Source: an optimization exercise on an open RTL-to-GDS flow (aim: small area, a short achievable clock period and few clock cycles per item). Production flows keep margins and buffers that such runs may drop.
The RTL was checked by simulation tests, not by an equivalence proof against the original design.
No activity file was given, so power comes from the tool's default toggle rates.

$ cat flow/design.v
`default_nettype none
package dibw_pkg;
  typedef enum logic [2:0] {
    CMD_AND = 3'd0,
    CMD_OR  = 3'd1,
    CMD_XOR = 3'd2,
    CMD_NOT = 3'd3,
    CMD_SHL = 3'd4,
    CMD_SAR = 3'd5,
    CMD_SHR = 3'd6,
    CMD_NOP = 3'd7
  } cmd_t;
  function automatic logic [38:0] dbl_shift_hi(input logic [63:0] bits);
    logic [10:0] expo;
    logic        ok;
    logic [82:0] s0, s1, s2, s3, s4;
    expo = bits[62:52];
    ok   = (expo[10:7] == 4'b1000);
    s0   = {30'd0, ok, bits[51:0] & {52{ok}}};
    s1   = expo[6] ? (s0 << 64) : s0;
    s2   = expo[5] ? (s1 << 32) : s1;
    s3   = expo[4] ? (s2 << 16) : s2;
    s4   = expo[3] ? (s3 << 8)  : s3;
    dbl_shift_hi = s4[82:44];
  endfunction
  function automatic logic [31:0] dbl_shift_lo(input logic [38:0] w, input logic [2:0] j,
                                               input logic one, input logic neg);
    logic [38:0] t1, t2, t3;
    logic [31:0] mag;
    t1  = j[2] ? (w << 4)  : w;
    t2  = j[1] ? (t1 << 2) : t1;
    t3  = j[0] ? (t2 << 1) : t2;
    mag = {t3[38:8], t3[7] | one};
    dbl_shift_lo = neg ? (32'd0 - mag) : mag;
  endfunction
  function automatic logic [4:0] lzc32(input logic [31:0] v);
    logic [15:0] z1; logic [15:0] c1;
    logic [7:0]  z2; logic [15:0] c2;
    logic [3:0]  z3; logic [11:0] c3;
    logic [1:0]  z4; logic [7:0]  c4;
    logic [4:0]  c5;
    for (int i = 0; i < 16; i++) begin
      z1[i] = !(v[2*i+1] | v[2*i]);
      c1[i] = !v[2*i+1];
    end
    for (int i = 0; i < 8; i++) begin
      z2[i]         = z1[2*i+1] & z1[2*i];
      c2[2*i +: 2]  = z1[2*i+1] ? {1'b1, c1[2*i]} : {1'b0, c1[2*i+1]};
    end
    for (int i = 0; i < 4; i++) begin
      z3[i]         = z2[2*i+1] & z2[2*i];
      c3[3*i +: 3]  = z2[2*i+1] ? {1'b1, c2[2*(2*i) +: 2]} : {1'b0, c2[2*(2*i+1) +: 2]};
    end
    for (int i = 0; i < 2; i++) begin
      z4[i]         = z3[2*i+1] & z3[2*i];
      c4[4*i +: 4]  = z3[2*i+1] ? {1'b1, c3[3*(2*i) +: 3]} : {1'b0, c3[3*(2*i+1) +: 3]};
    end
    c5 = z4[1] ? {1'b1, c4[3:0]} : {1'b0, c4[7:4]};
    lzc32 = c5;
  endfunction
  function automatic logic [63:21] word_to_dbl(input logic uns, input logic [31:0] w);
    logic        neg;
    logic [31:0] m;
    logic [4:0]  lz;
    logic [32:0] s;
    logic [4:0]  p;
    logic [10:0] expo;
    neg  = !uns && w[31];
    m    = neg ? (32'd0 - w) : w;
    lz   = lzc32(w ^ {32{neg}});
    s    = {1'b0, m} << lz;
    p    = ~lz;   
    expo = s[32] ? (11'd1024 + {6'd0, p}) : (11'd1023 + {6'd0, p});
    if (w == 32'd0) word_to_dbl = '0;
    else word_to_dbl = {neg, expo, s[30:0]};
  endfunction
endpackage
`default_nettype wire
`default_nettype none
module double_int32_wrap_bitwise_alu_core (
  input  wire logic        clk,
  input  wire logic        rst,
  input  wire logic        in_valid,
  output logic             in_stall,
  input  wire logic [2:0]  command,
  input  wire logic [63:0] operand_a,
  input  wire logic [63:0] operand_b,
  output logic             out_valid,
  input  wire logic        out_stall,
  output logic [63:0]      result_double,
  output logic [31:0]      result_word,
  output logic             result_unsigned
);
  logic           v1, v2, v3, v4;
  dibw_pkg::cmd_t cmd1;
  logic [38:0]    wa1, wb1;
  logic [2:0]     ja1, jb1;
  logic           oa1, ob1, sa1, sb1;
  dibw_pkg::cmd_t cmd2;
  logic [31:0]    x2, b2;
  logic           fill2;
  logic [31:0]    r3;
  logic           uns3;
  logic [63:21]   dbl4;
  logic           adv;
  logic [31:0] a, x, y, rev_y, r;
  logic [63:21] dbl;
  assign adv      = !(v4 && out_stall);
  assign in_stall = !adv;
  always_comb begin
    a = dibw_pkg::dbl_shift_lo(wa1, ja1, oa1, sa1);
    for (int i = 0; i < 32; i++) x[i] = (cmd1 == dibw_pkg::CMD_SHL) ? a[31 - i] : a[i];
    y = b2[4] ? {{16{fill2}}, x2[31:16]} : x2;
    y = b2[3] ? {{8{fill2}},  y[31:8]}   : y;
    y = b2[2] ? {{4{fill2}},  y[31:4]}   : y;
    y = b2[1] ? {{2{fill2}},  y[31:2]}   : y;
    y = b2[0] ? {fill2,       y[31:1]}   : y;
    for (int i = 0; i < 32; i++) rev_y[i] = y[31 - i];
    case (cmd2)
      dibw_pkg::CMD_AND: r = x2 & b2;
      dibw_pkg::CMD_OR:  r = x2 | b2;
      dibw_pkg::CMD_XOR: r = x2 ^ b2;
      dibw_pkg::CMD_NOT: r = ~x2;
      dibw_pkg::CMD_SHL: r = rev_y;
      dibw_pkg::CMD_SAR: r = y;
      dibw_pkg::CMD_SHR: r = y;
      default:           r = 32'd0;
    endcase
    dbl = dibw_pkg::word_to_dbl(uns3, r3);
  end
  always_ff @(posedge clk) begin
    if (rst) begin
      v1 <= 1'b0;
      v2 <= 1'b0;
      v3 <= 1'b0;
      v4 <= 1'b0;
    end else if (adv) begin
      v1 <= in_valid;
      v2 <= v1;
      v3 <= v2;
      v4 <= v3;
    end
    if (adv) begin
      cmd1            <= dibw_pkg::cmd_t'(command);
      wa1             <= dibw_pkg::dbl_shift_hi(operand_a);
      ja1             <= operand_a[54:52];
      oa1             <= (operand_a[62:52] == 11'd1023);
      sa1             <= operand_a[63];
      wb1             <= dibw_pkg::dbl_shift_hi(operand_b);
      jb1             <= operand_b[54:52];
      ob1             <= (operand_b[62:52] == 11'd1023);
      sb1             <= operand_b[63];
      cmd2            <= cmd1;
      x2              <= x;
      b2              <= dibw_pkg::dbl_shift_lo(wb1, jb1, ob1, sb1);
      fill2           <= (cmd1 == dibw_pkg::CMD_SAR) && a[31];
      r3              <= r;
      uns3            <= (cmd2 == dibw_pkg::CMD_SHR);
      result_word     <= r3;
      result_unsigned <= uns3;
      dbl4            <= dbl;
    end
  end
  assign out_valid = v4;
  assign result_double = {dbl4, 21'd0};
endmodule
`default_nettype wire
$ cat flow/run.sh
#!/bin/bash
# synth_recipe.tcl (not shown) runs the flow's synth.tcl, then flattens the netlist and writes it again
# the make line also repeats each setting of config.mk as NAME=value (left out here)
make -C /OpenROAD-flow-scripts/flow DESIGN_CONFIG=/design/flow/config.mk WORK_HOME=/design/flow/orfs CLKGATE_MAP_FILE= SYNTH_SCRIPT=/design/flow/synth_recipe.tcl finish
$ cat flow/config.mk
export PLATFORM = sky130hd
export DESIGN_NAME = double_int32_wrap_bitwise_alu_core
export DESIGN_NICKNAME = double_int32_wrap_bitwise_alu_core
export VERILOG_FILES = /design/flow/design.v
export SDC_FILE = /design/flow/constraint.sdc
export NUM_CORES = 4
export LEC_CHECK = 0
export CAP_MARGIN = 20
export CORE_MARGIN = 2
export CORE_UTILIZATION = 40
export SLEW_MARGIN = 20
$ cat flow/constraint.sdc
create_clock -name core_clock -period 5.0 [get_ports {clk}]
set_input_delay 1.0000 -clock core_clock [delete_from_list [all_inputs] [get_ports {clk}]]
set_output_delay 1.0000 -clock core_clock [all_outputs]
set_load 0.01 [all_outputs]
==> impl_metrics.yaml, run 1 <==
routing:
  detail_route.wirelength_mm: 71.8
  drcViolationCount: 0
  post_drt_via_cell_ratio: 5.90
  detailedRoute.firstIterationViolations: 1549
  wl_per_cell_um: 21.0
  dr_total_vias: 20200
  route.antenna.remaining_nets: 0
  detail_route.first_pass.iterations: 6
setup_path:
  setup.worst_path.start: "ja1[1]"
  crit-reg2reg-capture: "x2[0]"
  worstSetupPathType: "reg -> reg"
  crit_path_launch_type: "flop"
  critical_path_arrival_ps: 4750
  crit_required_ps: 5330
  critPathCaptureType: "flop"
  rr_startpoint: "ja1[1]"
  rrSetupSlack_ps: 580
  crit_fanout: 24
  reg2regPathDepth: 9
  cp-endpoint: "x2[0]"
clock_tree:
  ctsResizeCount: 0
  cts_hold_repair.buffers: 0
  root_buffer: "sky130_fd_sc_hd__clkbuf_16"
  cts.sink_count: 271
  clkLatencyLatePin_ps: 590
  numCtsBuffers: 30
  cts_setup_buffers: 0
  tritoncts_clock_tree: "built"
  clk_transition_reported_paths_ps: 70
  cts.path.max_buffers: 3
  cts.htree.levels: 1
grt:
  grt_start_max_net_pins: 186
  number_of_global_route_vias_before_repair: 19400
  grt_util_all_layers: 0.235
  grt_antenna_before_repair: 0
  grt_first_pass_wirelength_mm: 112
  grt_remaining_overflow: 0
layout:
  n_antenna_cell: 0
  layout_commonest_cell: "sky130_fd_sc_hd__nand2_1"
  layout-drive-gt1-share: 0.102
  final_cell_mix: "sky130_fd_sc_hd__nand2_1, sky130_fd_sc_hd__edfxtp_1, sky130_fd_sc_hd__nor2_1"
  num-nets-final: 2839
  fillCellCount: 5558
  seq_area_um2: 8100
  areaGrowthSynthToFinish_pct: 16.2
  multi_input_area_um2: 13800
timing:
  min_period_ps: 4420
  worst_hold_margin_ps: 456
  slew_viol_final: 0
  timing.slew.headroom: 0.251
  fmaxAchievable_mhz: 226
  final.period_utilization: 0.883
  unrepaired_setup_endpoints_after_global_routing: "no"
  number_of_endpoints_failing_setup_at_the_final_stage: 0
  fin_skew_ps: 17.8
  worst_pin_slew_ps: 1120
  setup_total_negative_slack_ps: 0
  hold_viol_final: 0
hold_path:
  min_path_type: "reg -> reg"
floorplanning:
  initial_utilization: 0.402
  total_number_of_placement_rows: 88
  fp.dieW_um: 244
  floorplan.die.height_um: 244
  area_of_the_die_um2: 59800
  number_of_ports_placed_on_the_die_boundary: 234
  core_outline_area_um2: 57500
yosys:
  syn_avg_cell_area_um2: 9.17
  synth_enable_flop_cells: 267
  synth_top_flop_cell: "sky130_fd_sc_hd__edfxtp_1"
  seq_area_frac_synth: 0.350
  asyncSetResetFlopFracSynth: 0
  synth_cell_type_count: 101
  ys_warn_count: 1
  syn_area_um2: 23100
  register_bit_count_reported_by_yosys: 271
  synthesis.instances: 2521
power_and_ir_drop:
  power_leakage_nw: 10.5
  vdd.ir_drop.worst_uv: 306
  p_per_area_nw_per_um2: 421
run_status:
  run_status: "complete, no violations"
placed_design:
  dp_hpwl_mm: 55.3
  io_buffer_count: 212
  gpl.final_weighted_congestion: 0.926
run:
  drv.max_cap_violation_count: 0
critical path: stages (launching register included):
cell and delay, ps:
sky130_fd_sc_hd__edfxtp_1 480, sky130_fd_sc_hd__buf_4 400, sky130_fd_sc_hd__mux4_2 660, sky130_fd_sc_hd__a211o_1 360, sky130_fd_sc_hd__nor4_1 460, sky130_fd_sc_hd__nand4_1 360, sky130_fd_sc_hd__o41ai_1 530, sky130_fd_sc_hd__xor2_1 420
sky130_fd_sc_hd__nor2_1 100, sky130_fd_sc_hd__a21oi_1 390
worst min path at each step:
stage | to | start | cells after the start
final | v2 | v2 | 2
after detailed placement | v2 | v2 | 2
after CTS | v2 | v2 | 2
after global placement | v2 | v2 | 2
after floorplan | result_word[13] | r3[13] | 0
after global routing | v2 | v2 | 2
cells in the mapped netlist, drive strengths merged (28+ instances only):
| cell | number | share of area |
|---|---|---|
| ha | 69 | 0.037 |
| xor2 | 35 | 0.013 |
| clkbuf | 131 | 0.021 |
| xnor2 | 37 | 0.014 |
| a22oi | 39 | 0.013 |
| mux2i | 229 | 0.099 |
| a21oi | 165 | 0.036 |
| a22o | 28 | 0.011 |
| buf | 84 | 0.021 |
| nand3 | 76 | 0.016 |
| edfxtp | 267 | 0.35 |
| o211ai | 30 | 0.0097 |
| nand2 | 300 | 0.049 |
| mux2 | 40 | 0.019 |
| a211oi | 31 | 0.010 |
| nor3 | 32 | 0.0074 |
| nor2 | 235 | 0.038 |
| o21ai | 190 | 0.041 |
| inv | 91 | 0.015 |
| mux4 | 60 | 0.058 |
report_power, final:
group | switching, mW | total, mW | internal, mW
Clock | 0.926 | 2.31 | 1.38
Sequential | 0.487 | 3.62 | 3.13
Combinational | 3.12 | 5.39 | 2.27
state kept, by name (all words and copies together) (netlist names):
signal / count
b2: 32
v2: 1
wb1: 39
x2: 32
cmd1: 3
dbl4: 42
fill2: 1
oa1: 1
sa1: 1
v4: 1
sb1: 1
ob1: 1
result_unsigned: 1
ja1: 3
r3: 32
uns3: 1
jb1: 3
cmd2: 3
v3: 1
v1: 1
wa1: 39
result_word: 32
kinds of logic (layout without fill, tap and decap cells):
logic type,count (synthesis),in the layout,synth area share
flip-flops,271,271,0.350
multiplexers,329,329,0.177
buffers and inverters,310,425,0.0577
other,1,21,0.000162
XOR/XNOR,72,72,0.0273
AND/OR/NAND/NOR,801,801,0.160
adder cells (fa/ha/maj),69,69,0.0373
AO/OA/AOI/OAI,668,668,0.191
metrics by stage:
stage	utilization	setup WS [ps]	instance area, µm²	instances	power, mW
6_report	0.468	583	26900	3421	11.3
5_1_grt	0.468	387	26900	3421	12.0
4_1_cts	0.467	674	26800	3419	11.3
3_5_place_dp	0.449	699	25800	3366	8.97
3_3_place_gp	0.449	736	25800	3366	8.95
2_1_floorplan	-	511	23200	2541	7.09
cell type report:
type                            instances  area share
Multi-Input combinational cell       1960       0.514
Sequential cell                       271       0.301
Timing Repair Buffer                  277      0.0974
Tap cell                              765      0.0356
Clock buffer                           34      0.0293
Inverter                               95      0.0134
Clock inverter                         19     0.00880
metal layers:
metal  track usage  routed length [µm]
met5             0                   0
met3        0.0251                3830
met1         0.313               31100
met2         0.398               34400
met4        0.0787                2460
Testbench counts, summed over its fixed seeds: cycles 24,032, items 24,000.
==> run 2, diff against run 1 <==
--- a/flow/config.mk
+++ b/flow/config.mk
@@ -10,2 +10,3 @@
 export CORE_UTILIZATION = 40
+export SETUP_SLACK_MARGIN = 1.5
 export SLEW_MARGIN = 20
==> run 2 against run 1 <==
  * Register-to-register slack improved by 540 ps
  * Fmax grew 14%
  * Area after synthesis is the same
  * Worst setup slack improved by 540 ps
  * Via count rose by 5.6%
  * Non-clock buffer count rose by 165
  * Die area stayed put
  * Critical path type unchanged
  * Largest cell class unchanged
==> impl_metrics.yaml, run 2 <==
yosys:
  register_bit_count_reported_by_yosys: 271
  synth_cell_type_count: 101
  syn_avg_cell_area_um2: 9.17
  syn_area_um2: 23100
  post-synth-top-count-cell: "sky130_fd_sc_hd__nand2_1"
  synthesis.instances: 2521
  synth_top_flop_cell: "sky130_fd_sc_hd__edfxtp_1"
  synth_area_leaders: "sky130_fd_sc_hd__edfxtp_1, sky130_fd_sc_hd__mux2i_1, sky130_fd_sc_hd__mux4_2"
  seq_area_frac_synth: 0.350
  synthDominantCellAreaShare: 0.347
  ys_warn_count: 1
  asyncSetResetFlopFracSynth: 0
  synth_enable_flop_cells: 267
  largest_area_contributor_in_the_netlist: "sky130_fd_sc_hd__edfxtp_1"
  ys_top_cells_by_count: "sky130_fd_sc_hd__nand2_1, sky130_fd_sc_hd__edfxtp_1, sky130_fd_sc_hd__nor2_1, sky130_fd_sc_hd__mux2i_1, sky130_fd_sc_hd__o21ai_0"
floorplanning:
  fp.dieW_um: 244
  floorplan.die.height_um: 244
  number_of_ports_placed_on_the_die_boundary: 234
  area_of_the_die_um2: 59800
  core_outline_area_um2: 57500
  initial_utilization: 0.402
  total_number_of_placement_rows: 88
setup_path:
  critical_path.max_stage_delay_ps: 570
  critical_path_arrival_ps: 4230
  critical-path-slowest-cell: "sky130_fd_sc_hd__mux4_2"
  critPathCaptureType: "flop"
  worstSetupPathType: "reg -> reg"
  rr_startpoint: "jb1[1]"
  crit_path_launch_type: "flop"
  setup.worst_path.start: "jb1[1]"
  worstPathCellList: "mux4_2 > mux2i_2 > ha_4 > inv_2 > or3_4 > nor4b_4 > nand2b_4 > nor3_4 > nand2_2 > o31a_1 > or3b_4 > o31ai_4 > xor2_1"
  crit_fanout: 4
  crit_required_ps: 5350
clock_tree:
  clkLatencyLatePin_ps: 610
  cts.sink_count: 271
  root_buffer: "sky130_fd_sc_hd__clkbuf_16"
  tritoncts_clock_tree: "built"
  numCtsBuffers: 29
  cts.htree.levels: 1
  cts.path.max_buffers: 3
  clk_transition_reported_paths_ps: 60
layout:
  fin_area_um2: 29700
  areaGrowthSynthToFinish_pct: 28.3
  layout_commonest_cell: "sky130_fd_sc_hd__nand2_1"
  layout_top_registers: "dbl4 (42), wa1 (39), wb1 (39)"
  fillCellCount: 5177
  largest_register_ff_count: 42
  final_cell_mix: "sky130_fd_sc_hd__nand2_1, sky130_fd_sc_hd__edfxtp_1, sky130_fd_sc_hd__nor2_1"
  num-nets-final: 3009
  top_register: "dbl4"
  n_antenna_cell: 0
  layout-drive-gt1-share: 0.215
power_and_ir_drop:
  power_after_layout_mw: 13.4
  vdd.ir_drop.worst_uv: 325
  power_leakage_nw: 11.7
  p_per_area_nw_per_um2: 450
placed_design:
  post_place_instance_area_um2: 25700
  gpl.final_weighted_congestion: 0.956
  io_buffer_count: 212
  dp_hpwl_mm: 53.6
timing:
  min_period_ps: 3880
  number_of_endpoints_failing_setup_at_the_final_stage: 0
  final.period_utilization: 0.775
  hold_viol_final: 0
  fmaxAchievable_mhz: 258
  slew_viol_final: 0
  timing.slew.headroom: 0.267
  fin_skew_ps: 31.7
  setup_total_negative_slack_ps: 0
  worst_pin_slew_ps: 1100
  unrepaired_setup_endpoints_after_global_routing: "yes"
routing:
  wl_per_cell_um: 21.2
  detail_route.wirelength_mm: 76.0
  drcViolationCount: 0
  route.antenna.remaining_nets: 0
  detailedRoute.firstIterationViolations: 1949
  detail_route.first_pass.iterations: 6
  post_drt_via_cell_ratio: 5.94
  dr_total_vias: 21300
grt:
  met2_usage: 0.416
  grt_remaining_overflow: 0
  grt_use_met1: 0.312
  global_route.peak_usage_layer: "met2"
  grt_antenna_before_repair: 0
  grt_start_max_net_pins: 169
  met3_usage: 0.0241
  grt_util_all_layers: 0.240
  grt_first_pass_wirelength_mm: 115
  number_of_global_route_vias_before_repair: 20000
run:
  drv.max_cap_violation_count: 0
run_status:
  run_status: "complete, no violations"
hold_path:
  min_path_type: "reg -> reg"
  hold_start: "v2"
[run 2: cell counts after synthesis]
No cell type changed its count.
[run 2: per-stage QoR]
stage | utilization | std cells | setup WS (ps) | hold WS [ps]
finish | 0.516 | 3590 | 1120 | 455
global placement | 0.448 | 3353 | 592 | 439
global route | 0.516 | 3590 | 945 | 478
floorplan | - | 2541 | 1140 | 421
detailed placement | 0.448 | 3353 | 488 | 453
CTS | 0.492 | 3521 | 1030 | 461
[run 2: critical path: cells and delay by family, from the launching register on]
family,cells,cell delay (ps)
simple gates,6,1540
compound gates,2,460
flops,1,440
xor+xnor,1,100
fa+ha+maj,1,190
mux,2,850
buf+inv,1,30
[run 2: cell families (layout without fill, tap and decap cells)]
family / Yosys count / after routing / share of synthesized area
other: 1 / 21 / 0.000162
multiplexers: 329 / 329 / 0.177
AND/OR/NAND/NOR: 801 / 802 / 0.160
XOR/XNOR: 72 / 72 / 0.0273
adder cells (fa/ha/maj): 69 / 69 / 0.0373
flip-flops: 271 / 271 / 0.350
buffers and inverters: 310 / 592 / 0.0577
AO/OA/AOI/OAI: 668 / 669 / 0.191
[run 2: area by class of cell]
class                   instances  area (µm²)  share of cell area
repair inverters                4        27.5            0.000928
clock buffers                  33         741              0.0250
clock inverters                18         210             0.00708
inverters                      95         399              0.0134
repair buffers                442        4160               0.140
multi-input cells            1962       15100               0.508
well taps                     765         957              0.0323
flip-flops and latches        271        8100               0.273
[run 2: power breakdown]
group / leakage [nW] / total, mW / switching [mW] / internal, mW
Clock: 0.456 / 2.19 / 0.927 / 1.27
Sequential: 3.10 / 3.53 / 0.401 / 3.13
Combinational: 8.10 / 7.63 / 4.07 / 3.56
Total: 11.7 / 13.4 / 5.40 / 7.96
[run 2: metal layers]
layer	vias to the layer above	wire (µm)
met5	-	0
met4	0	2640
met3	157	4270
met2	900	37700
met1	10300	31400
li1	9966	-
[run 2: worst paths after layout]
kind / endpoint / slack, ps / cells past startpoint
worst max-delay path: b2[30] / 1120 / 13
worst min-delay path: v2 / 450 / 2
worst max register to register: b2[30] / 1120 / 13
worst min register to register: v2 / 450 / 2
[run 2: timing repair]
action                                  in CTS  in global routing
buffers inserted                           110                 66
pin swaps                                   52                 79
endpoints found under the setup margin      84                 83
gates cloned                                 7                  3
hold buffers                                 0                  0
gates resized for setup                    128                191
==> run 3, diff against run 2 <==
--- a/flow/config.mk
+++ b/flow/config.mk
@@ -9,3 +9,4 @@
 export CORE_MARGIN = 2
-export CORE_UTILIZATION = 40
+export CORE_UTILIZATION = 60
+export PLACE_DENSITY = 0.75
 export SETUP_SLACK_MARGIN = 1.5
==> run 3 against run 2 <==
  * Clock power shrank 4%
  * Global-route usage grew 12 points
  * Cell count shrank 6.8%
  * Sequential cell count is the same
  * Sequential share of layout area grew 0.20 points
  * Worst setup slack lost 20 ps
  * Non-clock buffer count grew 11
  * Final area shrank 0.72%
  * Register-to-register slack lost 20 ps
  * Die area shrank 33%
  * Power grew 2.6%
  * Critical endpoint unchanged
  * Highest routed layer unchanged
==> impl_metrics.yaml, run 3 <==
run_status:
  run_status: "complete, no violations"
setup_path:
  crit_top_cell: "sky130_fd_sc_hd__inv_2"
  cp_num_cells: 16
  crit_required_ps: 5310
  rrSetupSlack_ps: 1100
  critical-path-slowest-cell: "sky130_fd_sc_hd__mux4_2"
  crit_fanout: 4
  worstPathCellList: "buf_6 > mux4_2 > a21oi_2 > nand2_1 > inv_2 > ha_4 > inv_2 > or3_4 > nor4b_4 > nand2b_4 > nor3_4 > nand2_2 > o31a_1 > or3b_4 > o31ai_4 > xor2_1"
  rr_startpoint: "jb1[1]"
  crit_family: "simple AND/OR/NAND/NOR gates"
  critical_path.n_buffers_inverters: 3
  critical_path.max_stage_delay_ps: 530
  reg2regPathDepth: 16
  cp-endpoint: "b2[30]"
  critical_path_arrival_ps: 4210
  worstSetupPathType: "reg -> reg"
  crit_path_launch_type: "flop"
  critPathCaptureType: "flop"
  setup.worst_path.start: "jb1[1]"
  crit-reg2reg-capture: "b2[30]"
clock_tree:
  clkLatencyLatePin_ps: 580
  root_buffer: "sky130_fd_sc_hd__clkbuf_16"
  tritoncts_clock_tree: "built"
  clk_transition_reported_paths_ps: 70
  cts.path.max_buffers: 3
  cts.sink_count: 271
  cts.htree.levels: 1
  numCtsBuffers: 28
  cts_hold_repair.buffers: 0
timing:
  worst_pin_slew_ps: 1120
  unrepaired_setup_endpoints_after_global_routing: "yes"
  fin_skew_ps: 23.8
  setup_ws_ps: 1100
  number_of_endpoints_failing_setup_at_the_final_stage: 0
  fmaxAchievable_mhz: 257
  min_period_ps: 3900
  timing.slew.headroom: 0.253
  setup_total_negative_slack_ps: 0
  slew_viol_final: 0
  worst_hold_margin_ps: 456
  final.period_utilization: 0.779
  hold_viol_final: 0
yosys:
  register_bit_count_reported_by_yosys: 271
  ys_warn_count: 1
  synth_cell_type_count: 101
  syn_area_um2: 23100
  ys_top_cells_by_count: "sky130_fd_sc_hd__nand2_1, sky130_fd_sc_hd__edfxtp_1, sky130_fd_sc_hd__nor2_1, sky130_fd_sc_hd__mux2i_1, sky130_fd_sc_hd__o21ai_0"
  largest_area_contributor_in_the_netlist: "sky130_fd_sc_hd__edfxtp_1"
  synth_enable_flop_cells: 267
  post-synth-top-count-cell: "sky130_fd_sc_hd__nand2_1"
  synth_area_leaders: "sky130_fd_sc_hd__edfxtp_1, sky130_fd_sc_hd__mux2i_1, sky130_fd_sc_hd__mux4_2"
  synthesis.instances: 2521
  asyncSetResetFlopFracSynth: 0
  seq_area_frac_synth: 0.350
  synth_top_flop_cell: "sky130_fd_sc_hd__edfxtp_1"
  synthDominantCellAreaShare: 0.347
  syn_avg_cell_area_um2: 9.17
run:
  drv.max_cap_violation_count: 0
routing:
  post_drt_via_cell_ratio: 6.70
  dr_total_vias: 22400
  route.antenna.remaining_nets: 0
  wl_per_cell_um: 23.4
  detail_route.wirelength_mm: 78.5
  detailedRoute.firstIterationViolations: 2853
  drcViolationCount: 0
  detail_route.first_pass.iterations: 6
floorplanning:
  fp.dieW_um: 200
  floorplan.die.height_um: 200
  total_number_of_placement_rows: 71
  number_of_ports_placed_on_the_die_boundary: 234
  area_of_the_die_um2: 40100
  initial_utilization: 0.611
  core_outline_area_um2: 37800
layout:
  top_register: "dbl4"
  fin_area_um2: 29500
  layout.cells.non_filler: 3346
  final_cell_mix: "sky130_fd_sc_hd__nand2_1, sky130_fd_sc_hd__edfxtp_1, sky130_fd_sc_hd__nor2_1"
  layout-drive-gt1-share: 0.216
  areaGrowthSynthToFinish_pct: 27.4
  layout_top_registers: "dbl4 (42), wa1 (39), wb1 (39)"
  n_antenna_cell: 0
  num-nets-final: 3018
  layout_commonest_cell: "sky130_fd_sc_hd__nand2_1"
  largest_register_ff_count: 42
  final_util: 0.779
  fillCellCount: 2474
grt:
  grt_antenna_before_repair: 0
  grt_first_pass_wirelength_mm: 116
  grt_start_max_net_pins: 91
  number_of_global_route_vias_before_repair: 20300
  grt_remaining_overflow: 0
  grt_util_all_layers: 0.363
power_and_ir_drop:
  netSwitchingFraction: 0.410
  power_after_layout_mw: 13.7
  power_leakage_nw: 11.7
  vdd.ir_drop.worst_uv: 370
  p_per_area_nw_per_um2: 465
  comb_power_share: 0.587
  pwr-share-seq: 0.259
  power.internal_mw: 8.09
  p_switching_mw: 5.62
  clock_power_share: 0.154
placed_design:
  preCtsSetupSlack_ps: 689
  placedCellCount: 3100
  io_buffer_count: 212
  gpl.final_weighted_congestion: 0.997
  post_place_instance_area_um2: 25400
  dp_hpwl_mm: 53.6
hold_path:
  hold_start: "v1"
  min_path_type: "reg -> reg"
==> run 3: cell counts after synthesis <==
Identical to the previous run, type by type.
==> run 3: how the worst min path moves through the flow <==
| stage | endpoint | slack [ps] | depth (start not counted) |
|---|---|---|---|
| after CTS | v2 | 460 | 2 |
| after detailed placement | v3 | 450 | 2 |
| after floorplan | result_word[13] | 420 | 0 |
| after global placement | v3 | 440 | 2 |
| after global routing | v2 | 490 | 2 |
| final | v2 | 460 | 2 |
==> run 3: layout make-up <==
cell class,count,area [µm²],area share
clock inverter,10,124,0.00420
multi-input combinational,1963,15100,0.513
timing repair inverter,2,15.0,0.000510
timing repair buffer,453,4300,0.146
tap,511,639,0.0217
sequential,271,8100,0.275
inverter,95,393,0.0133
clock buffer,41,791,0.0268
==> run 3: worst register-to-register path, delay by kind of cell (launching register included) <==
family	cells	cell delay [ps]
and+or+nand+nor	7	1590
AOI/OAI and AO/OA	3	640
muxes	1	530
DFF	1	400
buffers and inverters	3	240
adders and majority gates	1	130
xor gates and xnor gates	1	90
==> run 3: metal layers <==
layer  up-vias  global-route usage  share of wire
met4         0               0.158          0.054
met3       301              0.0522           0.10
li1      10000                   -              -
met1     10500               0.484           0.38
met5         -                   0              0
met2      1645               0.593           0.47
==> run 3: what timing repair did <==
item                       4_1_cts  5_1_grt
gates resized for setup        129      204
setup endpoints to repair       87       80
setup buffers                   93       89
hold endpoints to repair         0        0
cloned                           6        4
pin swaps                       54       59
==> run 3: power by group through the flow <==
| stage | clock [mW] | sequential, mW | combinational [mW] |
|---|---|---|---|
| 3_5_place_dp | 0 | 3.66 | 5.32 |
| 5_1_grt | 2.21 | 3.59 | 8.44 |
| 3_3_place_gp | 0 | 3.63 | 5.28 |
| 6_report | 2.11 | 3.56 | 8.04 |
| 2_1_floorplan | 0 | 3.50 | 3.61 |
| 4_1_cts | 2.12 | 3.54 | 6.13 |
==> run 3: cell families after synthesis <==
logic type               count (synthesis)  synth area share
adder cells (fa/ha/maj)                 69            0.0373
buffers and inverters                  310            0.0577
other                                    1          0.000162
XOR/XNOR                                72            0.0273
flip-flops                             271             0.350
multiplexers                           329             0.177
AND/OR/NAND/NOR                        801             0.160
AO/OA/AOI/OAI                          668             0.191
==> run 4, diff against run 3 <==
--- a/flow/config.mk
+++ b/flow/config.mk
@@ -7,7 +7,7 @@
 export LEC_CHECK = 0
+export ABC_AREA = 1
 export CAP_MARGIN = 20
 export CORE_MARGIN = 2
-export CORE_UTILIZATION = 60
-export PLACE_DENSITY = 0.75
-export SETUP_SLACK_MARGIN = 1.5
+export CORE_UTILIZATION = 40
+export SETUP_SLACK_MARGIN = 2.2
 export SLEW_MARGIN = 20
==> run 4 against run 3 <==
  * Still clean
  * Worst setup slack improved by 870 ps
  * Fmax increased by 29%
  * Hold slack improved by 15 ps
  * Final area increased by 6.7%
  * Sequential cell count unchanged
  * Global-route usage decreased by 9.5 points
  * Routed wire length increased by 9.1%
  * Clock skew increased by 10 ps
  * Clock-buffer cell count decreased by 8
  * Combinational power decreased by 3.1%
  * Sequential power increased by 2%
  * Sequential share of layout area decreased by 1.7 points
  * Highest routed layer is now met5
==> impl_metrics.yaml, run 4 <==
routing:
  dr_total_vias: 24600
  detail_route.wirelength_mm: 85.6
  drcViolationCount: 0
  detail_route.first_pass.iterations: 6
  wl_per_cell_um: 19.6
  post_drt_via_cell_ratio: 5.64
  route.antenna.remaining_nets: 0
  detailedRoute.firstIterationViolations: 2101
layout:
  fin_area_um2: 31400
  fillCellCount: 5234
  multi_input_area_um2: 15400
  layout_commonest_cell: "sky130_fd_sc_hd__nand2_1"
  num-nets-final: 3791
  top_register: "dbl4"
  layout_top_registers: "dbl4 (42), wa1 (39), wb1 (39)"
  final_util: 0.555
  final_cell_mix: "sky130_fd_sc_hd__nand2_1, sky130_fd_sc_hd__inv_1, sky130_fd_sc_hd__edfxtp_1"
  n_antenna_cell: 0
  seq_area_um2: 8100
  layout.cells.non_filler: 4364
  largest_register_ff_count: 42
  layout-drive-gt1-share: 0.233
  areaGrowthSynthToFinish_pct: 36.8
placed_design:
  placedCellCount: 4082
  dp_hpwl_mm: 58.6
  preCtsSetupSlack_ps: 1190
  io_buffer_count: 212
  gpl.final_weighted_congestion: 1.01
  post_place_instance_area_um2: 25500
yosys:
  synthesis.instances: 3266
  register_bit_count_reported_by_yosys: 271
  synth_top_flop_cell: "sky130_fd_sc_hd__edfxtp_1"
  syn_avg_cell_area_um2: 7.04
  synth_enable_flop_cells: 267
  ys_top_cells_by_count: "sky130_fd_sc_hd__nand2_1, sky130_fd_sc_hd__o21ai_0, sky130_fd_sc_hd__inv_1, sky130_fd_sc_hd__nand3_1, sky130_fd_sc_hd__edfxtp_1"
  ys_warn_count: 1
  synth_cell_type_count: 59
  post-synth-top-count-cell: "sky130_fd_sc_hd__nand2_1"
  synth_area_leaders: "sky130_fd_sc_hd__edfxtp_1, sky130_fd_sc_hd__nand2_1, sky130_fd_sc_hd__o21ai_0"
  seq_area_frac_synth: 0.352
  asyncSetResetFlopFracSynth: 0
  syn_area_um2: 23000
  synthDominantCellAreaShare: 0.349
  largest_area_contributor_in_the_netlist: "sky130_fd_sc_hd__edfxtp_1"
clock_tree:
  cts.path.max_buffers: 3
  numCtsBuffers: 30
  cts.htree.levels: 1
  clk_transition_reported_paths_ps: 60
  cts.sink_count: 271
  tritoncts_clock_tree: "built"
  root_buffer: "sky130_fd_sc_hd__clkbuf_16"
  cts_hold_repair.buffers: 0
  clkLatencyLatePin_ps: 600
setup_path:
  crit_path_launch_type: "flop"
  crit_required_ps: 5340
  worstSetupPathType: "reg -> reg"
  critPathCaptureType: "flop"
  crit_fanout: 8
  critical_path_arrival_ps: 3370
power_and_ir_drop:
  p_switching_mw: 6.02
  p_per_area_nw_per_um2: 432
  pwr-share-seq: 0.267
  power.internal_mw: 7.56
  clock_power_share: 0.159
  vdd.ir_drop.worst_uv: 315
  power_leakage_nw: 13.6
  comb_power_share: 0.573
  netSwitchingFraction: 0.443
timing:
  fin_skew_ps: 34.1
  timing.slew.headroom: 0.148
  fmaxAchievable_mhz: 330
  worst_pin_slew_ps: 1280
  min_period_ps: 3030
  unrepaired_setup_endpoints_after_global_routing: "yes"
  final.period_utilization: 0.606
  hold_viol_final: 0
  setup_total_negative_slack_ps: 0
  setup_ws_ps: 1970
  slew_viol_final: 0
  number_of_endpoints_failing_setup_at_the_final_stage: 0
floorplanning:
  number_of_ports_placed_on_the_die_boundary: 234
  fp.dieW_um: 244
  initial_utilization: 0.406
  total_number_of_placement_rows: 87
  core_outline_area_um2: 56600
  floorplan.die.height_um: 244
  area_of_the_die_um2: 59400
grt:
  grt_first_pass_wirelength_mm: 128
  grt_remaining_overflow: 0
  grt_util_all_layers: 0.268
  grt_start_max_net_pins: 180
  number_of_global_route_vias_before_repair: 22900
  grt_antenna_before_repair: 1
hold_path:
  min_path_type: "reg -> reg"
run:
  drv.max_cap_violation_count: 0
run_status:
  run_status: "complete, no violations"
## run 4: timing repair
action                                  in CTS  in global routing
setup buffers                               96                 91
gates resized for setup                    419                498
cloned                                      30                 10
endpoints found under the setup margin     204                168
hold endpoints to repair                     0                  0
pin swaps                                   58                151
## run 4: area by class of cell
cell class | instances | share of cell area
Sequential cell | 271 | 0.258
Inverter | 351 | 0.0452
Timing Repair inverter | 15 | 0.00334
Multi-Input combinational cell | 2460 | 0.489
Timing Repair Buffer | 458 | 0.144
Clock buffer | 33 | 0.0242
Clock inverter | 20 | 0.00609
Tap cell | 756 | 0.0301
## run 4: logic make-up after synthesis
logic type               synth area share
AO/OA/AOI/OAI                       0.178
XOR/XNOR                           0.0263
adder cells (fa/ha/maj)            0.0376
buffers and inverters               0.100
flip-flops                          0.352
multiplexers                       0.0292
other                            0.000163
AND/OR/NAND/NOR                     0.276
## run 4: worst paths after layout
check             startpoint  endpoint  slack, ps  depth (start not counted)
setup / recovery        uns3  dbl4[55]       1970                         18
hold / removal            v3        v3        470                          2
setup reg to reg        uns3  dbl4[55]       1970                         18
hold reg to reg           v3        v3        470                          2
## run 4: power groups by stage
stage	combinational [mW]	clock (mW)	sequential [mW]
final	7.79	2.17	3.63
after global routing	8.42	2.31	3.67
after CTS	6.65	2.22	3.63
after detailed placement	5.24	0	3.69
after global placement	5.24	0	3.67
after floorplan	3.50	0	3.54
## run 4: routing by layer
layer	global-route usage	up-vias	share of wire
met5	0	-	0.00015
met4	0.0848	2	0.041
met3	0.0338	195	0.066
met2	0.465	1012	0.48
met1	0.346	11600	0.41
li1	-	11800	-
## run 4: critical path: stages (launching register included)
cell and delay (ps):
sky130_fd_sc_hd__edfxtp_1 420, sky130_fd_sc_hd__buf_6 150, sky130_fd_sc_hd__nor2_4 160, sky130_fd_sc_hd__buf_6 140
sky130_fd_sc_hd__buf_6 100, sky130_fd_sc_hd__o21ai_2 60, sky130_fd_sc_hd__nor2_2 170, sky130_fd_sc_hd__nand2_4 120
sky130_fd_sc_hd__nor2_8 280, sky130_fd_sc_hd__nand2_8 140, sky130_fd_sc_hd__buf_6 170, sky130_fd_sc_hd__nand3_2 80
sky130_fd_sc_hd__nand3_2 100, sky130_fd_sc_hd__nand3_2 120, sky130_fd_sc_hd__nand3_4 90, sky130_fd_sc_hd__nand3_4 200
sky130_fd_sc_hd__nand2_8 100, sky130_fd_sc_hd__nand2_2 80, sky130_fd_sc_hd__a21oi_2 50
## run 4: metrics by stage
stage	hold slack [ps]	total power [mW]
after floorplan	426	7.05
after detailed placement	456	8.92
after CTS	468	12.5
after global placement	444	8.91
after global routing	483	14.4
final	472	13.6
==> run 5, diff against run 4 <==
--- a/flow/config.mk
+++ b/flow/config.mk
@@ -11,3 +11,3 @@
 export CORE_UTILIZATION = 40
-export SETUP_SLACK_MARGIN = 2.2
+export SETUP_SLACK_MARGIN = 1.5
 export SLEW_MARGIN = 20
==> run 5 against run 4 <==
  * Sequential share of layout area is 4.4 points higher
  * Global-route usage is 1.9 points lower
  * Register-to-register slack worse by 280 ps
  * Power is 18% lower
  * Critical path type is now in -> out
  * Critical endpoint is now in_stall
==> impl_metrics.yaml, run 5 <==
floorplanning:
  fp.dieW_um: 244
  area_of_the_die_um2: 59400
  total_number_of_placement_rows: 87
  floorplan.die.height_um: 244
  number_of_ports_placed_on_the_die_boundary: 234
  core_outline_area_um2: 56600
  initial_utilization: 0.406
grt:
  number_of_global_route_vias_before_repair: 21300
  grt_first_pass_wirelength_mm: 119
  grt_antenna_before_repair: 0
  grt_remaining_overflow: 0
  grt_start_max_net_pins: 178
  grt_util_all_layers: 0.249
timing:
  fin_skew_ps: 18.4
  slew_viol_final: 0
  setup_total_negative_slack_ps: 0
  final.period_utilization: 0.673
  number_of_endpoints_failing_setup_at_the_final_stage: 0
  timing.slew.headroom: 0.218
  fmaxAchievable_mhz: 297
  unrepaired_setup_endpoints_after_global_routing: "no"
  worst_pin_slew_ps: 1170
  worst_hold_margin_ps: 465
  hold_viol_final: 0
  min_period_ps: 3360
hold_path:
  min_path_type: "reg -> reg"
  min_delay_path_depth: 2
routing:
  detail_route.wirelength_mm: 76.7
  topRoutingLayerUsed: "met4"
  dr_wl_met3_mm: 3.93
  length_of_routed_wiring_on_met1_mm: 33.3
  drcViolationCount: 0
  dr_total_vias: 22700
  route.antenna.remaining_nets: 0
  detail_route.first_pass.iterations: 6
  met2WireLength_mm: 37.0
  post_drt_via_cell_ratio: 5.45
  detailedRoute.firstIterationViolations: 1914
  wl_per_cell_um: 18.4
setup_path:
  worstSetupPathType: "in -> out"
  critPathCaptureType: "output port"
  crit_fanout: 25
  crit_required_ps: 4000
  reg2regPathDepth: 5
  crit_path_launch_type: "primary input"
  critical_path_arrival_ps: 2360
yosys:
  synth_area_leaders: "sky130_fd_sc_hd__edfxtp_1, sky130_fd_sc_hd__nand2_1, sky130_fd_sc_hd__o21ai_0"
  asyncSetResetFlopFracSynth: 0
  syn_avg_cell_area_um2: 7.04
  register_bit_count_reported_by_yosys: 271
  ys_top_cells_by_count: "sky130_fd_sc_hd__nand2_1, sky130_fd_sc_hd__o21ai_0, sky130_fd_sc_hd__inv_1, sky130_fd_sc_hd__nand3_1, sky130_fd_sc_hd__edfxtp_1"
  post-synth-top-count-cell: "sky130_fd_sc_hd__nand2_1"
  synth_top_flop_cell: "sky130_fd_sc_hd__edfxtp_1"
  synth_enable_flop_cells: 267
  synthDominantCellAreaShare: 0.349
  synthesis.instances: 3266
  largest_area_contributor_in_the_netlist: "sky130_fd_sc_hd__edfxtp_1"
  synth_cell_type_count: 59
  syn_area_um2: 23000
  seq_area_frac_synth: 0.352
  ys_warn_count: 1
power_and_ir_drop:
  p_switching_mw: 4.89
  vdd.ir_drop.worst_uv: 286
  pwr-share-seq: 0.323
  comb_power_share: 0.492
  power_leakage_nw: 11.9
  netSwitchingFraction: 0.437
  p_per_area_nw_per_um2: 418
  clock_power_share: 0.185
  power.internal_mw: 6.31
clock_tree:
  clkLatencyLatePin_ps: 590
  clk_transition_reported_paths_ps: 60
  numCtsBuffers: 29
  tritoncts_clock_tree: "built"
  cts.sink_count: 271
  root_buffer: "sky130_fd_sc_hd__clkbuf_16"
  cts.htree.levels: 1
  cts.path.max_buffers: 3
layout:
  final_cell_mix: "sky130_fd_sc_hd__nand2_1, sky130_fd_sc_hd__o21ai_0, sky130_fd_sc_hd__inv_1"
  n_antenna_cell: 0
  areaGrowthSynthToFinish_pct: 16.7
  fin_area_um2: 26800
  layout_commonest_cell: "sky130_fd_sc_hd__nand2_1"
  layout-drive-gt1-share: 0.0545
  layout_top_registers: "dbl4 (42), wa1 (39), wb1 (39)"
  largest_register_ff_count: 42
  num-nets-final: 3594
  top_register: "dbl4"
placed_design:
  io_buffer_count: 212
  gpl.final_weighted_congestion: 0.967
  dp_hpwl_mm: 59.2
  post_place_instance_area_um2: 25500
run_status:
  run_status: "complete, no violations"
run:
  drv.max_cap_violation_count: 0
-- run 5: cell counts after synthesis --
No cell type changed its count.
-- run 5: routing by layer --
layer / GRT usage / vias to the layer above
li1: - / 11300
met1: 0.328 / 10600
met2: 0.429 / 705
met3: 0.0240 / 123
met4: 0.0794 / 0
met5: 0 / -
-- run 5: area by class of cell --
cell class	instances	area (µm²)
Clock buffer	31	733
Clock inverter	23	178
Fill cell	5777	29800
Inverter	351	1330
Multi-Input combinational cell	2454	12800
Sequential cell	271	8100
Tap cell	756	946
Timing Repair Buffer	279	2690
Timing Repair inverter	4	25.0
-- run 5: worst max-delay path, stage by stage --
cell and delay, ps:
sky130_fd_sc_hd__dlygate4sd2_1 400, sky130_fd_sc_hd__nand2_8 200, sky130_fd_sc_hd__inv_1 200, sky130_fd_sc_hd__clkdlybuf4s50_1 560
-- run 5: logic make-up (layout without fill, tap and decap cells) --
family	Yosys count	in the layout	share of synthesized area
AND/OR/NAND/NOR	1515	1519	0.276
AO/OA/AOI/OAI	709	709	0.178
buffers and inverters	565	688	0.100
flip-flops	271	271	0.352
adder cells (fa/ha/maj)	69	69	0.0376
XOR/XNOR	69	69	0.0263
multiplexers	67	67	0.0292
other	1	21	0.000163
-- run 5: worst paths after layout --
kind | start | end | slack, ps
worst max-delay path | out_stall | in_stall | 1640
worst min-delay path | v1 | v2 | 470
worst max register to register | cmd2[1] | r3[6] | 1690
worst min register to register | v1 | v2 | 470
-- run 5: power groups by stage --
stage	sequential, mW	combinational, mW	clock, mW
final	3.62	5.51	2.07
after global routing	3.66	6.17	2.22
after CTS	3.64	5.32	2.14
after detailed placement	3.69	5.28	0
after global placement	3.68	5.27	0
after floorplan	3.54	3.50	0
-- run 5: per-stage QoR --
stage	power, mW	util	cells	setup WS, ps
5_1_grt	12.0	0.474	4169	1500
3_3_place_gp	8.95	0.451	4082	1100
6_report	11.2	0.474	4169	1640
4_1_cts	11.1	0.469	4149	1490
2_1_floorplan	7.05	-	3286	1630
3_5_place_dp	8.96	0.451	4082	1090
-- run 5: timing repair --
action / CTS / global route
setup buffers: 8 / 17
pin swaps: 2 / 3
gates resized for setup: 12 / 44
cloned: 5 / 3
endpoints found under the setup margin: 71 / 100
hold buffers: 0 / 0
==> run 6, diff against run 5 <==
==> flow/flow/run.sh (new file) <==
#!/bin/bash
# Standard flow, except that the port buffers are buf_2 cells (not the default
# delay-buffer cells) and the resizer may swap cells across footprints.
set -uo pipefail
bash standard.sh MATCH_CELL_FOOTPRINT=0 "BUFFER_PORTS_ARGS=-buffer_cell sky130_fd_sc_hd__buf_2" finish > standard.log 2>&1
==> flow/standard.sh (new file) <==
#!/bin/bash
# synth_recipe.tcl (not shown) runs the flow's synth.tcl, then flattens the netlist and writes it again
# the make line also repeats each setting of config.mk as NAME=value (left out here)
make -C /OpenROAD-flow-scripts/flow DESIGN_CONFIG=/design/flow/config.mk WORK_HOME=/design/flow/orfs CLKGATE_MAP_FILE= SYNTH_SCRIPT=/design/flow/synth_recipe.tcl "${@:-finish}"
removed: flow/run.sh
==> run 6 against run 5 <==
  * Largest power group unchanged
  * Cell count down 0.12%
  * Die area unchanged
  * Power down 2.2%
  * Critical path type is now reg -> reg
  * Highest routed layer is now met5
  * Still clean on timing, DRC and antenna
==> impl_metrics.yaml, run 6 <==
layout:
  layout_commonest_cell: "sky130_fd_sc_hd__nand2_1"
  num-nets-final: 3589
  areaGrowthSynthToFinish_pct: 12.3
  layout.cells.non_filler: 4164
  layout-drive-gt1-share: 0.113
  top_register: "dbl4"
  fillCellCount: 5872
  final_cell_mix: "sky130_fd_sc_hd__nand2_1, sky130_fd_sc_hd__o21ai_0, sky130_fd_sc_hd__inv_1"
  largest_register_ff_count: 42
  n_antenna_cell: 0
  final_util: 0.456
  layout_top_registers: "dbl4 (42), wa1 (39), wb1 (39)"
grt:
  grt_start_max_net_pins: 161
  grt_first_pass_wirelength_mm: 111
  grt_antenna_before_repair: 1
  grt_remaining_overflow: 0
  grt_util_all_layers: 0.229
  number_of_global_route_vias_before_repair: 20300
setup_path:
  reg2regPathDepth: 18
  crit_path_launch_type: "flop"
  critical_path.max_stage_delay_ps: 530
  crit_top_cell: "sky130_fd_sc_hd__nand2_1"
  crit_required_ps: 5330
  rrSetupSlack_ps: 1710
  crit_fanout: 11
  rr_startpoint: "ja1[1]"
  crit-reg2reg-capture: "x2[26]"
  critical-path-slowest-cell: "sky130_fd_sc_hd__edfxtp_1"
  worstPathCellList: "buf_4 > clkinvlp_4 > nand3_1 > a31o_2 > nor2_1 > ha_1 > inv_1 > nor2_1 > nand3_1 > nor2_1 > nand2_1 > inv_1 > nand2_1 > nand2_1 > nand3_1 > xor2_2 > nand2_1 > nand2_1"
  critPathCaptureType: "flop"
  worstSetupPathType: "reg -> reg"
  critical_path_arrival_ps: 3610
yosys:
  synth_enable_flop_cells: 267
  ys_top_cells_by_count: "sky130_fd_sc_hd__nand2_1, sky130_fd_sc_hd__o21ai_0, sky130_fd_sc_hd__inv_1, sky130_fd_sc_hd__nand3_1, sky130_fd_sc_hd__edfxtp_1"
  synth_cell_type_count: 59
  syn_area_um2: 23000
  synth_area_leaders: "sky130_fd_sc_hd__edfxtp_1, sky130_fd_sc_hd__nand2_1, sky130_fd_sc_hd__o21ai_0"
  ys_warn_count: 1
  synthDominantCellAreaShare: 0.349
  syn_avg_cell_area_um2: 7.04
  asyncSetResetFlopFracSynth: 0
  largest_area_contributor_in_the_netlist: "sky130_fd_sc_hd__edfxtp_1"
  seq_area_frac_synth: 0.352
  register_bit_count_reported_by_yosys: 271
  synth_top_flop_cell: "sky130_fd_sc_hd__edfxtp_1"
  synthesis.instances: 3266
  post-synth-top-count-cell: "sky130_fd_sc_hd__nand2_1"
placed_design:
  gpl.final_weighted_congestion: 0.950
  placedCellCount: 4076
  preCtsSetupSlack_ps: 1110
  io_buffer_count: 212
  dp_hpwl_mm: 53.8
power_and_ir_drop:
  p_per_area_nw_per_um2: 425
  vdd.ir_drop.worst_uv: 352
  power_leakage_nw: 11.9
timing:
  unrepaired_setup_endpoints_after_global_routing: "yes"
  fmaxAchievable_mhz: 304
  final.period_utilization: 0.657
  number_of_endpoints_failing_setup_at_the_final_stage: 0
  setup_total_negative_slack_ps: 0
  min_period_ps: 3290
  slew_viol_final: 0
  worst_hold_margin_ps: 459
  setup_ws_ps: 1710
  timing.slew.headroom: 0.297
  worst_pin_slew_ps: 1050
  hold_viol_final: 0
  fin_skew_ps: 10.3
routing:
  detail_route.first_pass.iterations: 6
  post_drt_via_cell_ratio: 5.38
  detail_route.wirelength_mm: 70.7
  wl_per_cell_um: 17.0
  dr_wl_met3_mm: 4.44
  met2WireLength_mm: 32.8
  route.antenna.remaining_nets: 0
  dr_total_vias: 22400
  topRoutingLayerUsed: "met5"
  drcViolationCount: 0
  detailedRoute.firstIterationViolations: 1551
  length_of_routed_wiring_on_met1_mm: 31.3
floorplanning:
  area_of_the_die_um2: 59400
  core_outline_area_um2: 56600
  total_number_of_placement_rows: 87
  fp.dieW_um: 244
  number_of_ports_placed_on_the_die_boundary: 234
  floorplan.die.height_um: 244
  initial_utilization: 0.406
hold_path:
  hold_start: "v3"
  min_delay_path_depth: 2
  min_path_type: "reg -> reg"
  holdPathEnd: "v3"
clock_tree:
  clk_transition_reported_paths_ps: 60
  root_buffer: "sky130_fd_sc_hd__clkbuf_16"
  cts.path.max_buffers: 3
  tritoncts_clock_tree: "built"
  clkLatencyLatePin_ps: 580
  cts.sink_count: 271
  numCtsBuffers: 30
  cts.htree.levels: 1
run:
  drv.max_cap_violation_count: 0
run_status:
  run_status: "complete, no violations"
[run 6: cell types whose count changed in the layout (fill, tap and decap cells not counted), sizes merged]
cell	before	now
clkdlybuf4s50	211	0
buf	67	274
clkbuf	31	35
inv	346	342
bufinv	2	4
clkinv	22	20
nand2	939	937
clkinvlp	8	9
dlygate4sd2	1	0
nor2	195	196
[run 6: worst max-delay path by stage]
| stage | startpoint | endpoint | slack, ps | cells after the start |
|---|---|---|---|---|
| finish | ja1[1] | x2[26] | 1710 | 18 |
| global route | uns3 | dbl4[50] | 1460 | 18 |
| CTS | ja1[2] | x2[26] | 1530 | 20 |
| detailed placement | r3[31] | dbl4[56] | 1110 | 16 |
| global placement | ja1[1] | x2[26] | 1150 | 17 |
| floorplan | out_stall | in_stall | 1630 | 2 |
[run 6: worst max-delay path: cells and delay by family (launching register included)]
kind            cells  cell delay (ps)
compound gates      1              240
xor+xnor            1              190
fa+ha+maj           1              210
buf+inv             4              530
flops               1              530
simple gates       11             1340
[run 6: logic make-up (layout without fill, tap and decap cells)]
kind of cell,Yosys count,count (layout),share of synthesized area
flip-flops,271,271,0.352
other,1,21,0.000163
buffers and inverters,565,684,0.100
AO/OA/AOI/OAI,709,709,0.178
XOR/XNOR,69,69,0.0263
adder cells (fa/ha/maj),69,69,0.0376
AND/OR/NAND/NOR,1515,1518,0.276
multiplexers,67,67,0.0292
[run 6: layout make-up]
cell class | count | area (µm²) | area share
clock buffers | 35 | 791 | 0.0306
clock inverters | 20 | 214 | 0.00829
inverters | 351 | 1340 | 0.0518
multi-input cells | 2453 | 12800 | 0.496
flip-flops and latches | 271 | 8100 | 0.314
well taps | 756 | 946 | 0.0367
repair buffers | 274 | 1590 | 0.0615
repair inverters | 4 | 25.0 | 0.000970
[run 6: routing by layer]
layer  up-vias  global-route usage
met2       715               0.380
li1      11300                   -
met5         -                   0
met4         2              0.0735
met1     10200               0.309
met3       113              0.0302
[run 6: power by group]
group	switching, mW	leakage [nW]	internal [mW]
logic	3.41	8.42	1.71
registers	0.427	3.00	3.16
clock network	0.906	0.485	1.33
total	4.75	11.9	6.21
[run 6: metrics by stage]
step,power (mW),area [µm²]
after floorplan,7.05,23100
after global placement,8.53,24400
after detailed placement,8.53,24400
after CTS,10.8,25500
after global routing,11.8,25800
final,11.0,25800
[run 6: repair_timing]
action,in CTS,in global routing
hold buffers,0,0
setup buffers,7,19
pin swaps,2,4
gates cloned,5,2
setup endpoints to repair,76,91
gates resized for setup,12,36
hold endpoints to repair,0,0
==> run 7, diff against run 6 <==
--- a/flow/config.mk
+++ b/flow/config.mk
@@ -11,3 +11,3 @@
 export CORE_UTILIZATION = 40
-export SETUP_SLACK_MARGIN = 1.5
+export SETUP_SLACK_MARGIN = 2.2
 export SLEW_MARGIN = 20
==> run 7 against run 6 <==
  * Clock skew up 4.3 ps
  * Register-to-register slack gained 230 ps
  * Via count is 8.2% higher
  * Critical endpoint is now dbl4[51]
  * Worst setup slack gained 230 ps
  * Largest power group unchanged
==> impl_metrics.yaml, run 7 <==
placed_design:
  dp_hpwl_mm: 54.4
  preCtsSetupSlack_ps: 1260
  io_buffer_count: 212
  gpl.final_weighted_congestion: 0.958
yosys:
  seq_area_frac_synth: 0.352
  synth.area.mux_share: 0.0292
  post-synth-top-count-cell: "sky130_fd_sc_hd__nand2_1"
  synth_enable_flop_cells: 267
  ys_top_cells_by_count: "sky130_fd_sc_hd__nand2_1, sky130_fd_sc_hd__o21ai_0, sky130_fd_sc_hd__inv_1, sky130_fd_sc_hd__nand3_1, sky130_fd_sc_hd__edfxtp_1"
  register_bit_count_reported_by_yosys: 271
  yosys.area_share.adder: 0.0376
  syn_avg_cell_area_um2: 7.04
  synth_compound_area_frac: 0.178
  synth_simple_gate_area_frac: 0.276
  synth_top_flop_cell: "sky130_fd_sc_hd__edfxtp_1"
  ys_warn_count: 1
  syn_area_um2: 23000
  synthDominantCellAreaShare: 0.349
  combinational_family_with_the_most_area_after_synthesis: "simple AND/OR/NAND/NOR gates"
  asyncSetResetFlopFracSynth: 0
  largest_area_contributor_in_the_netlist: "sky130_fd_sc_hd__edfxtp_1"
  synth_cell_type_count: 59
  yosys.area_share.xor_xnor: 0.0263
  synthesis.instances: 3266
  synth_area_leaders: "sky130_fd_sc_hd__edfxtp_1, sky130_fd_sc_hd__nand2_1, sky130_fd_sc_hd__o21ai_0"
clock_tree:
  root_buffer: "sky130_fd_sc_hd__clkbuf_16"
  cts.sink_count: 271
  numCtsBuffers: 30
  cts.path.max_buffers: 3
  tritoncts_clock_tree: "built"
  clk_transition_reported_paths_ps: 60
  cts.htree.levels: 1
  clkLatencyLatePin_ps: 580
setup_path:
  worstPathCellList: "buf_6 > nor2_4 > buf_6 > buf_6 > nand2_1 > nand3_2 > nor2_1 > nor2_2 > nand2_4 > nand2_8 > nand2_8 > nand2_4 > nand2_1 > nand2_1 > o21ai_2 > o21ai_2 > nand2_1 > nand2_1 > o21ai_1"
  critical_path.n_buffers_inverters: 3
  critPathCaptureType: "flop"
  critical-path-slowest-cell: "sky130_fd_sc_hd__edfxtp_1"
  worstSetupPathType: "reg -> reg"
  crit_path_launch_type: "flop"
  crit_required_ps: 5330
  critical_path_arrival_ps: 3380
  crit_family: "simple AND/OR/NAND/NOR gates"
  critical_path.max_stage_delay_ps: 490
  crit_top_cell: "sky130_fd_sc_hd__nand2_1"
  crit_fanout: 8
layout:
  layout_top_registers: "dbl4 (42), wa1 (39), wb1 (39)"
  layout_commonest_cell: "sky130_fd_sc_hd__nand2_1"
  areaGrowthSynthToFinish_pct: 33.3
  layout-drive-gt1-share: 0.310
  n_antenna_cell: 0
  seq_area_um2: 8100
  top_register: "dbl4"
  final_cell_mix: "sky130_fd_sc_hd__nand2_1, sky130_fd_sc_hd__inv_1, sky130_fd_sc_hd__edfxtp_1"
  multi_input_area_um2: 15600
  largest_register_ff_count: 42
  num-nets-final: 3790
  fillCellCount: 5392
floorplanning:
  core_outline_area_um2: 56600
  floorplan.die.height_um: 244
  fp.dieW_um: 244
  initial_utilization: 0.406
  total_number_of_placement_rows: 87
  area_of_the_die_um2: 59400
  number_of_ports_placed_on_the_die_boundary: 234
power_and_ir_drop:
  power_leakage_nw: 13.7
  vdd.ir_drop.worst_uv: 464
  p_per_area_nw_per_um2: 430
timing:
  setup_ws_ps: 1940
  timing.slew.headroom: 0.226
  hold_viol_final: 0
  min_period_ps: 3060
  number_of_endpoints_failing_setup_at_the_final_stage: 0
  fin_skew_ps: 14.6
  fmaxAchievable_mhz: 327
  unrepaired_setup_endpoints_after_global_routing: "yes"
  slew_viol_final: 0
  final.period_utilization: 0.611
  worst_pin_slew_ps: 1160
  setup_total_negative_slack_ps: 0
routing:
  wl_per_cell_um: 18.4
  route.antenna.remaining_nets: 0
  detail_route.first_pass.iterations: 6
  dr_total_vias: 24300
  detailedRoute.firstIterationViolations: 2089
  detail_route.wirelength_mm: 80.2
  post_drt_via_cell_ratio: 5.56
  drcViolationCount: 0
grt:
  grt_start_max_net_pins: 135
  number_of_global_route_vias_before_repair: 21400
  grt_first_pass_wirelength_mm: 118
  grt_remaining_overflow: 0
  grt_antenna_before_repair: 3
  grt_util_all_layers: 0.246
run:
  drv.max_cap_violation_count: 0
hold_path:
  min_path_type: "reg -> reg"
run_status:
  run_status: "complete, no violations"
run 7: cell counts after synthesis:
No cell type changed its count.
run 7: cell type report:
type                            instances  area share
Clock buffer                           38      0.0262
Clock inverter                         17     0.00453
Inverter                              351      0.0473
Multi-Input combinational cell       2459       0.509
Sequential cell                       271       0.264
Tap cell                              756      0.0309
Timing Repair Buffer                  458       0.114
Timing Repair inverter                 15     0.00400
run 7: where the power goes:
group	switching [mW]	internal, mW	total [mW]
sequential	0.427	3.16	3.59
combinational	4.66	2.80	7.45
clock	0.905	1.23	2.14
run 7: what timing repair did:
item	CTS	global route
buffers inserted	96	101
gates resized for setup	379	623
setup endpoints to repair	132	144
cloned	20	16
pin swaps	55	178
hold buffers	0	0
run 7: cell families after synthesis:
family                     Yosys count
xor gates and xnor gates            69
DFF                                271
AOI/OAI and AO/OA                  709
other                                1
muxes                               67
adders and majority gates           69
buffers and inverters              565
and+or+nand+nor                   1515
run 7: worst paths after layout:
kind | start | end | slack [ps] | cells after the start
worst max-delay path | uns3 | dbl4[51] | 1940 | 19
worst max register to register | uns3 | dbl4[51] | 1940 | 19
worst min-delay path | cmd1[1] | cmd2[1] | 450 | 0
worst min register to register | cmd1[1] | cmd2[1] | 450 | 0
run 7: metrics by stage:
| stage | hold WS [ps] | util | std cells | instance area (µm²) | power, mW |
|---|---|---|---|---|---|
| 2_1_floorplan | 426 | - | 3286 | 23100 | 7.05 |
| 3_3_place_gp | 444 | 0.431 | 4076 | 24400 | 8.61 |
| 3_5_place_dp | 439 | 0.431 | 4076 | 24400 | 8.56 |
| 4_1_cts | 454 | 0.486 | 4247 | 27500 | 11.7 |
| 5_1_grt | 476 | 0.541 | 4365 | 30600 | 14.0 |
| 6_report | 451 | 0.541 | 4365 | 30600 | 13.2 |
run 7: layer usage:
metal / GRT usage / vias up / share of wire
met1: 0.335 / 11300 / 0.42
met3: 0.0270 / 175 / 0.063
met4: 0.0748 / 6 / 0.035
met5: 0 / - / 0.00056
li1: - / 11800 / -
met2: 0.409 / 971 / 0.48

## static timing again, ports no longer ideal
In the flow no input, the clock included, has a driving cell. The finished layouts below were timed again as built, in two steps. Step 1 sets driving cells, clkbuf_16 on the clock port and buf_2 on the other inputs (assumed; they add their load-dependent delay and slew). Step 2, shift: input delay + t, output delay - t, t = (earliest + latest rising clock arrival at the registers) / 2. This alone moves slack from input paths to output paths. Slacks: no drivers / after step 1 / after step 2; pairs: no drivers / after step 1.
run | t, ns | setup slack, ns | worst hold slack (ns) | worst setup path at the end | worst slew at a driven data input, ns
run 1 | 0.637 | 0.583 / 0.583 / 0.583 | 0.456 / 0.456 / 0.456 | register to register | 0.05
run 2 | 0.651 | 1.124 / 1.124 / 1.053 | 0.455 / 0.455 / 0.455 | input to register | 0.05
run 3 | 0.621 | 1.105 / 1.105 / 1.073 | 0.456 / 0.456 / 0.456 | input to register | 0.05
run 4 | 0.643 | 1.971 / 1.971 / 1.649 | 0.472 / 0.472 / 0.472 | input to register | 0.05
run 5 | 0.637 | 1.636 / 1.613 / 1.224 | 0.465 / 0.465 / 0.465 | input to register | 0.05
run 6 | 0.634 | 1.713 / 1.713 / 1.599 | 0.459 / 0.459 / 0.459 | input to register | 0.04
run 7 | 0.633 | 1.943 / 1.943 / 1.815 | 0.451 / 0.451 / 0.451 | input to register | 0.05
After both steps every run listed still meets setup and hold. The setup slack of run 5, which loses most, moves by -0.023 ns with the drivers and by -0.412 ns with both steps.
